This is an optimization exercise on Yosys and OpenROAD, whose aim is small area, a short achievable clock period and few clock cycles per item, not a production implementation. At most, simulation tests tie the RTL to the original design; equivalence was not proved. Power is estimated from default activity; no workload was simulated.

## build 97
## voltmeter_display_controller_core
module voltmeter_display_controller_core (
    input  wire logic                           i_clk,
    input  wire logic                           i_rst_n,
    input  wire logic                           i_cfg_we,
    input  wire logic [vdc_pkg::CFG_IDX_W-1:0]  i_cfg_idx,
    input  wire logic [vdc_pkg::CFG_DATA_W-1:0] i_cfg_data,
    input  wire logic                           i_in_valid,
    output      logic                           o_in_ready,
    input  wire logic [vdc_pkg::FUNC_W-1:0]     i_in_func,
    input  wire logic [9:0]                     i_in_sample,
    input  wire logic [vdc_pkg::SW_W-1:0]       i_in_switches,
    output      logic                           o_out_valid,
    input  wire logic                           i_out_ready,
    output      logic [vdc_pkg::SEG_W-1:0]      o_out_segments,
    output      logic                           o_out_digit_high,
    output      logic [vdc_pkg::DUTY_W-1:0]     o_out_duty_percent,
    output      logic [vdc_pkg::PERIOD_W-1:0]   o_out_compare_count,
    output      logic [vdc_pkg::VAL_W-1:0]      o_out_shown_value
);
Size in the first run: ~1300 cells after synthesis, roughly 150 flip-flops, about 9000 µm² of cells after synthesis.
Settings: LEC_CHECK=0, ABC_AREA=1, ABC_CLOCK_PERIOD_IN_PS=2000, CAP_MARGIN=20, CORE_MARGIN=2, CORE_UTILIZATION=40, CTS_BUF_LIST=sky130_fd_sc_hd__clkbuf_4 sky130_fd_sc_hd__clkbuf_8, CTS_CLUSTER_DIAMETER=60, CTS_CLUSTER_SIZE=40, PLACE_DENSITY=0.75, SLEW_MARGIN=20; clock period 8.0 ns.
standard.sh (not shown) runs the stock make flow with config.mk's settings and CLKGATE_MAP_FILE= SYNTH_SCRIPT=/design/flow/synth_recipe.tcl, a recipe that flattens the netlist after the stock synthesis.
==> flow/flow/run.sh <==
#!/bin/bash
# The standard layout (standard.sh: standard synthesis and ORFS flow),
# with two changes: the port buffers are buf_2 cells instead of the default
# choice, and timing repair aims for a setup slack of 5.3 ns. ORFS writes each
# step's log under orfs/logs/; make's own output goes to standard.log.
set -euo pipefail
export BUFFER_PORTS_ARGS="-buffer_cell sky130_fd_sc_hd__buf_2"
export SETUP_SLACK_MARGIN=5.3
bash standard.sh > standard.log 2>&1
Having completed the whole flow, build 97 delivered a layout that passed the timing, DRC and antenna checks.
Testbench counts of build 97, summed over its fixed seeds: cycles 17,396, items 16,046.
## Diff of input files: build 43 against build 97
# build 97
export LEC_CHECK = 0
export ABC_AREA = 1
export ABC_CLOCK_PERIOD_IN_PS = 2000
export CAP_MARGIN = 20
export CORE_MARGIN = 2
export CORE_UTILIZATION = 40
export CTS_BUF_LIST = sky130_fd_sc_hd__clkbuf_4 sky130_fd_sc_hd__clkbuf_8
export CTS_CLUSTER_DIAMETER = 60
export CTS_CLUSTER_SIZE = 40
export PLACE_DENSITY = 0.75
export SLEW_MARGIN = 20
create_clock -name core_clock -period 8.0 [get_ports {i_clk}]
# build 43
export LEC_CHECK = 0
export ABC_CLOCK_PERIOD_IN_PS = 2000
export CAP_MARGIN = 20
export CORE_MARGIN = 2
export CORE_UTILIZATION = 40
export CTS_BUF_LIST = sky130_fd_sc_hd__clkbuf_4 sky130_fd_sc_hd__clkbuf_8
export CTS_CLUSTER_DIAMETER = 60
export CTS_CLUSTER_SIZE = 40
export GPL_TIMING_DRIVEN = 0
export SLEW_MARGIN = 20
create_clock -name core_clock -period 8.0 [get_ports {i_clk}]
==> flow/flow/run.sh <==
#!/bin/bash
# Standard layout, with the port buffers made from buf_2 cells instead of the
# default choice, and timing repair aiming further below the clock period.
set -euo pipefail
export BUFFER_PORTS_ARGS="-buffer_cell sky130_fd_sc_hd__buf_2"
export SETUP_SLACK_MARGIN=5
bash standard.sh > standard.log 2>&1
Notes after the runs:
Build 43 vs build 97: final period demand of the worst path up. Of build 43 and build 97, it is build 43 that has the higher routed length per placed instance. Re row count: build 97 was lower than build 43. Looking at count of clock buffers in the final design, build 43 sits 1 higher than build 97 does. Build 43 has less setup slack than build 97.
Relative to build 43, the following input files were edited for build 78:
# build 43
export LEC_CHECK = 0
export ABC_CLOCK_PERIOD_IN_PS = 2000
export CAP_MARGIN = 20
export CORE_MARGIN = 2
export CORE_UTILIZATION = 40
export CTS_BUF_LIST = sky130_fd_sc_hd__clkbuf_4 sky130_fd_sc_hd__clkbuf_8
export CTS_CLUSTER_DIAMETER = 60
export CTS_CLUSTER_SIZE = 40
export GPL_TIMING_DRIVEN = 0
export SLEW_MARGIN = 20
create_clock -name core_clock -period 8.0 [get_ports {i_clk}]
# build 78
export LEC_CHECK = 0
export ABC_AREA = 1
export ABC_CLOCK_PERIOD_IN_PS = 2000
export CAP_MARGIN = 20
export CORE_MARGIN = 2
export CORE_UTILIZATION = 40
export CTS_BUF_LIST = sky130_fd_sc_hd__clkbuf_4 sky130_fd_sc_hd__clkbuf_8
export CTS_CLUSTER_DIAMETER = 60
export CTS_CLUSTER_SIZE = 40
export PLACE_DENSITY = 0.9
export SLEW_MARGIN = 20
create_clock -name core_clock -period 8.0 [get_ports {i_clk}]
==> flow/flow/run.sh <==
#!/bin/bash
# The standard layout (standard.sh: standard synthesis and ORFS flow),
# with two changes: the port buffers are buf_2 cells instead of the default
# choice, and timing repair aims for a setup slack of 5.3 ns. ORFS writes each
# step's log under orfs/logs/; make's own output goes to standard.log.
set -euo pipefail
export BUFFER_PORTS_ARGS="-buffer_cell sky130_fd_sc_hd__buf_2"
export SETUP_SLACK_MARGIN=5.3
bash standard.sh > standard.log 2>&1
## What came out
Against build 43 as the reference, build 78 delivers a lower HPWL after detailed placement. Clock tree buffer depth: build 43 vs build 78 — no meaningful difference. Build 78 vs. build 43: post-layout utilization of the core has decreased, met1 wire length has decreased, relative contribution of sequential cells to total power has remained practically unchanged, worst setup slack has increased, wire length of the first global-routing pass has remained practically unchanged. In build 78 relative to build 43, layout buffer count excluding clock buffers had gone down by more than a quarter. Build 78 ended up with a lower die area than build 43 did. Power of build 43 is on par with build 78.
Input-level comparison between build 1 and build 78:
# build 78
export LEC_CHECK = 0
export ABC_AREA = 1
export ABC_CLOCK_PERIOD_IN_PS = 2000
export CAP_MARGIN = 20
export CORE_MARGIN = 2
export CORE_UTILIZATION = 40
export CTS_BUF_LIST = sky130_fd_sc_hd__clkbuf_4 sky130_fd_sc_hd__clkbuf_8
export CTS_CLUSTER_DIAMETER = 60
export CTS_CLUSTER_SIZE = 40
export PLACE_DENSITY = 0.9
export SLEW_MARGIN = 20
create_clock -name core_clock -period 8.0 [get_ports {i_clk}]
# build 1
export LEC_CHECK = 0
export ABC_CLOCK_PERIOD_IN_PS = 2000
export CAP_MARGIN = 20
export CORE_MARGIN = 2
export CORE_UTILIZATION = 40
export CTS_BUF_LIST = sky130_fd_sc_hd__clkbuf_4 sky130_fd_sc_hd__clkbuf_8
export CTS_CLUSTER_DIAMETER = 60
export CTS_CLUSTER_SIZE = 40
export SLEW_MARGIN = 20
create_clock -name core_clock -period 8.0 [get_ports {i_clk}]
==> flow/flow/run.sh <==
#!/bin/bash
# Standard layout, with the port buffers made from buf_2 cells instead of the
# default choice, and timing repair aiming further below the clock period.
set -euo pipefail
export BUFFER_PORTS_ARGS="-buffer_cell sky130_fd_sc_hd__buf_2"
export SETUP_SLACK_MARGIN=5.2
bash standard.sh > standard.log 2>&1
==> run notes <==
Changes observed in build 1 relative to build 78: length of routed met2 wiring lower, worst slack on hold paths lower, layout buffering overhead excluding clock cells higher, critical path buffer and inverter count lower.
Compared build 78 against build 1; adder-cell share of the synthesized area within noise.
Going from build 78 to build 1, the combinational share of power was found to have gone up by 4.3 points.
Looking only at clock network fraction of design power, and setting everything else aside, the higher value of build 1 and build 78 goes to build 78.
Part of the cycle the worst path needs ends up higher on build 1.
Top achievable clock speed for build 1 is lower than for build 78.

========
v11:
Another version of the RTL of voltmeter_display_controller_core (not shown whole).
For scale: about 1200 cells after synthesis, roughly 81 I/O pins, roughly 0.0099 mm² of cells after synthesis.
clock: 8.0 ns
lec_check: 0
abc_clock_period_in_ps: 3000
cap_margin: 20
core_margin: 2
core_utilization: 40
setup_slack_margin: 4.5
slew_margin: 20
run.sh (not shown) runs the stock make flow with config.mk's settings and CLKGATE_MAP_FILE= SYNTH_SCRIPT=/design/flow/synth_recipe.tcl, a recipe that flattens the netlist after the stock synthesis.
Stock flow here: none of the scripts above is used.
v11: done, clean on timing, DRC and antenna
> inputs changed (v11 -> v21)
Settings: CTS_BUF_LIST: unset -> sky130_fd_sc_hd__clkbuf_4 sky130_fd_sc_hd__clkbuf_8; CTS_CLUSTER_SIZE: unset -> 40; CTS_CLUSTER_DIAMETER: unset -> 60; ABC_CLOCK_PERIOD_IN_PS: 3000 -> 2000; SETUP_SLACK_MARGIN: 4.5 -> unset.
==> flow/flow/run.sh (new file) <==
#!/bin/bash
# Standard layout, with the port buffers made from buf_2 cells instead of the
# default choice, and timing repair aiming further below the clock period.
set -euo pipefail
export BUFFER_PORTS_ARGS="-buffer_cell sky130_fd_sc_hd__buf_2"
export SETUP_SLACK_MARGIN=5.4
bash standard.sh > standard.log 2>&1
==> flow/standard.sh (new file) <==
#!/bin/bash
# synth_recipe.tcl (not shown) runs the flow's synth.tcl, then flattens the netlist and writes it again
# the make line also repeats each setting of config.mk as NAME=value (left out here)
make -C /OpenROAD-flow-scripts/flow DESIGN_CONFIG=/design/flow/config.mk WORK_HOME=/design/flow/orfs CLKGATE_MAP_FILE= SYNTH_SCRIPT=/design/flow/synth_recipe.tcl "${@:-finish}"
removed: flow/run.sh
Notes after the runs:
Summary — path length in cells of the critical path, v21 relative to v11: higher, by 9.
v21 vs v11, share of the core filled with cells in the final layout went up by 4.4 points.
v21 against v11; maximum clock rate is up by more than 10%.
Sort v21 and v11 by layout overhead on the synthesized area desc -> top: v21
Summary of the comparison: clock edge transition at the registers on the reported setup and hold paths is higher in v21, relative to v11.
The inputs of v28 differ from those of v21 as listed below.
Settings: SETUP_SLACK_MARGIN newly set to 5.
==> flow/run.sh (new file) <==
#!/bin/bash
# synth_recipe.tcl (not shown) runs the flow's synth.tcl, then flattens the netlist and writes it again
# the make line also repeats each setting of config.mk as NAME=value (left out here)
make -C /OpenROAD-flow-scripts/flow DESIGN_CONFIG=/design/flow/config.mk WORK_HOME=/design/flow/orfs CLKGATE_MAP_FILE= SYNTH_SCRIPT=/design/flow/synth_recipe.tcl finish
removed: flow/flow/run.sh
removed: flow/standard.sh
### Flow results
In v28, the worst setup slack came out 0.061 ns above the value in v21. Diff v21 -> v28 | detailed-route wire length on metal 1 | decrease of 4.2%. v28 vs v21 on area of all placed cells without fillers: v28 is the lower one. Between v28 and v21, global-route usage over all layers is lower for v28, v21 comes in above that. Cmp v28 and v21 / global-route wire length before repair / higher: v21. [v28] share of total power in combinational logic fell 1.5 points relative to v21. Looking only at final period demand of the worst path, and setting everything else aside, the higher value of v28 and v21 goes to v21.
### v28 -> v17
Settings: clearing CTS_BUF_LIST, which used to be sky130_fd_sc_hd__clkbuf_4 sky130_fd_sc_hd__clkbuf_8; clearing CTS_CLUSTER_SIZE, which used to be 40; clearing CTS_CLUSTER_DIAMETER, which used to be 60.
--- outcome ---
- Reported for v28 and v17, residual overflow from global routing turned out identical to the last digit.
- Against v28, v17 reports a cell area power density that is higher.
- Compared with v28, v17 shows a lower worst hold slack.
- Sort v28 and v17 by net switching power of the design desc -> top: v17
- Diff v28 -> v17: fraction of standard cell area that is sequential went down by 0.36 points, layout filler cell count went down by 20, flip-flop and latch count was more or less identical, wire length of the first global-routing pass went up by 0.48%.
- Re number of iterations in the first detailed-routing pass: v17 is 1 down on v28.
- Of the two values seen for slowest cell on the critical path, fa_2 was produced by v17 and dfxtp_4 by v28.
- Fraction of layout cells with a size suffix above 1 (v17 over v28): decrease, 0.48 points
- Via count of the first global-routing pass: v17 vs v28 — no meaningful difference
## Diff of input files: v33 against v17
Settings: setting TNS_END_PERCENT to 0 for the first time.
Findings:
- v33: full flow OK, the timing, DRC and antenna checks passed
- v17 | status: complete | timing, DRC, antenna: pass
- For the total power density per cell area, v33 came in about 1.1% higher than v17 did.
- When the final numbers for v33 and v17 were put side by side, the final cell count turned out to be greater in v17.
- [compare] base=v17 new=v33: number of well taps level; maximum fanout along the worst path moved up; maximum frequency from static timing analysis moved down.
- Note that the post-cts resize count recorded for v33 amounts to 0.57 times the value seen in v17.
- v33 vs v17 — post-detailed-routing wire length dropped about 3.7%.
- v33 vs v17 — sequential share of layout area rose 0.36 points.
- Across both runs, cell area was lower for v33 than for v17.
Input changes introduced in v36 (baseline for comparison: v33):
Settings: TNS_END_PERCENT now 20, was 0.
Findings:
- From v33 to v36 the numbers moved as follows: achievable clock frequency saw an increase; instance count on the critical path saw a decrease; proportion of power drawn by combinational gates saw an increase; overall via count from detail_route saw an increase; depth of the worst register-to-register path saw a decrease.
No functional check of the RTL was part of any run of this note.

========
## juniper
voltmeter_display_controller_core with an RTL version that a note above also has.
Size in the first run: ~1300 cells after synthesis.
==> flow/config.mk <==
export PLATFORM = sky130hd
export DESIGN_NAME = voltmeter_display_controller_core
export DESIGN_NICKNAME = voltmeter_display_controller_core
export VERILOG_FILES = /design/flow/design.v
export SDC_FILE = /design/flow/constraint.sdc
export NUM_CORES = 4
export LEC_CHECK = 0
export ABC_AREA = 1
export ABC_CLOCK_PERIOD_IN_PS = 2000
export CAP_MARGIN = 10
export CORE_MARGIN = 2
export CORE_UTILIZATION = 40
export CTS_BUF_LIST = sky130_fd_sc_hd__clkbuf_4 sky130_fd_sc_hd__clkbuf_8
export CTS_CLUSTER_DIAMETER = 60
export CTS_CLUSTER_SIZE = 40
export PLACE_DENSITY = 0.75
export SLEW_MARGIN = 10
==> flow/constraint.sdc <==
create_clock -name core_clock -period 8.0 [get_ports {i_clk}]
set_input_delay 1.6000 -clock core_clock [delete_from_list [all_inputs] [get_ports {i_clk}]]
set_output_delay 1.6000 -clock core_clock [all_outputs]
set_load 0.01 [all_outputs]
standard.sh (not shown) runs the stock make flow with config.mk's settings and CLKGATE_MAP_FILE= SYNTH_SCRIPT=/design/flow/synth_recipe.tcl, a recipe that flattens the netlist after the stock synthesis.
==> flow/flow/run.sh <==
#!/bin/bash
# The standard layout (standard.sh: standard synthesis and ORFS flow),
# with two changes: the port buffers are buf_2 cells instead of the default
# choice, and timing repair aims for a setup slack of 5.3 ns. ORFS writes each
# step's log under orfs/logs/; make's own output goes to standard.log.
set -euo pipefail
export BUFFER_PORTS_ARGS="-buffer_cell sky130_fd_sc_hd__buf_2"
export SETUP_SLACK_MARGIN=5.3
bash standard.sh > standard.log 2>&1
Testbench counts of juniper, summed over its fixed seeds: cycles 17,396, items 16,046.
The following lists how pepper was set up differently from juniper:
-- flow/flow/run.sh --
<<< juniper, line 4
# choice, and timing repair aims for a setup slack of 5.3 ns. ORFS writes each
>>> pepper, line 4
# choice, and timing repair aims for a setup slack of 5 ns. ORFS writes each
<<< juniper, line 8
export SETUP_SLACK_MARGIN=5.3
>>> pepper, line 8
export SETUP_SLACK_MARGIN=5
-- flow/config.mk --
<<< juniper, line 10
export CAP_MARGIN = 10
>>> pepper, line 10
export CAP_MARGIN = 20
<<< juniper, line 17
export SLEW_MARGIN = 10
>>> pepper, line 17
export SLEW_MARGIN = 20
Notes after the runs:
pepper finished every stage and its layout cleared the timing, DRC and antenna checks.
Summary of pepper over juniper: switching share of power has increased; sequential share of layout area up 1.1 points.
Relative to juniper, leakage power summed over all cells has decreased by 4.1% in pepper.
Of the two candidates, juniper has the better maximum clock rate and pepper the worse one.
Compared with juniper, pepper shows measured slew at the worst slew-check pin higher by 0.30 ns.
Sequential cell count: juniper vs pepper identical
pepper: logic depth of the worst path, buffers included is 1 lower than what juniper reported.
juniper vs pepper, startpoint of the worst setup timing path: r_k_valid vs u_out.r_value[5]
The estimated power of pepper ends up lower than the estimate for juniper.
The run showing the smaller part of the power in the clock network is pepper.
Diff juniper..pepper | row count | unchanged
The run with more routed wire is juniper, not pepper.
The inputs of tundra differ from those of pepper as listed below.
-- flow/flow/run.sh --
<<< pepper, line 4
# choice, and timing repair aims for a setup slack of 5 ns. ORFS writes each
>>> tundra, line 4
# choice, and timing repair aims for a setup slack of 5.6 ns. ORFS writes each
<<< pepper, line 8
export SETUP_SLACK_MARGIN=5
>>> tundra, line 8
export SETUP_SLACK_MARGIN=5.6
==> run notes <==
The final layouts of tundra and pepper pass the timing, DRC and antenna checks.
Looking at total routing usage reported by global routing across tundra and pepper, the one that comes out higher is tundra.
From pepper to tundra the numbers moved as follows: maximum single-stage delay on the critical path fell by 0.23 ns, worst hold slack stayed essentially flat, adder and majority gate portion of the synthesized area stayed essentially flat, buffer count excluding the clock tree in the final layout rose by 120%, reported leakage power rose by about 17%.
tundra and pepper ended up with nearly the same instance count after placement with tap cells included.

## port drivers added, routing unchanged
How much do the figures lean on ideal ports? The routed layouts below were timed once more, with nothing changed but the port constraints. Step 1, drivers: a clkbuf_16 drives i_clk and a buf_2 each remaining input, both assumed. Step 2 also shifts input and output timing later by t, the mid clock arrival at the registers, as if the neighbouring blocks saw the same clock. Three values: no drivers, after step 1, after step 2; two values: the first two.
run | t (ns) | setup WS [ns] | worst register clock-pin slew, ns | worst slew at a driven data input, ns | pins driven straight from the clock port
build 97 | 0.497 | 5.321 / 5.277 / 4.921 | 0.08 / 0.08 | 0.03 | 1
build 43 | 0.481 | 5.002 / 5.002 / 4.624 | 0.09 / 0.09 | 0.05 | 1
build 78 | 0.490 | 5.342 / 5.304 / 4.906 | 0.08 / 0.08 | 0.05 | 1
build 1 | 0.495 | 5.055 / 5.055 / 4.781 | 0.10 / 0.10 | 0.03 | 1
v11 | 0.470 | 4.570 / 4.524 / 4.160 | 0.07 / 0.07 | 0.04 | 1
v21 | 0.500 | 4.913 / 4.913 / 4.805 | 0.11 / 0.11 | 0.06 | 1
v28 | 0.487 | 4.974 / 4.974 / 4.622 | 0.09 / 0.09 | 0.05 | 1
v17 | 0.468 | 4.965 / 4.965 / 4.625 | 0.07 / 0.07 | 0.05 | 1
v33 | 0.468 | 4.864 / 4.821 / 4.440 | 0.07 / 0.07 | 0.04 | 1
v36 | 0.468 | 4.885 / 4.840 / 4.572 | 0.07 / 0.07 | 0.04 | 1
juniper | 0.497 | 5.321 / 5.277 / 4.921 | 0.08 / 0.08 | 0.03 | 1
pepper | 0.497 | 5.129 / 5.088 / 4.713 | 0.09 / 0.09 | 0.04 | 1
tundra | 0.487 | 5.332 / 5.296 / 5.055 | 0.08 / 0.08 | 0.07 | 1
After both steps every run listed still meets setup and hold. For build 78, which loses most, drivers alone change the setup slack by -0.038 ns; drivers and shift together by -0.436 ns.
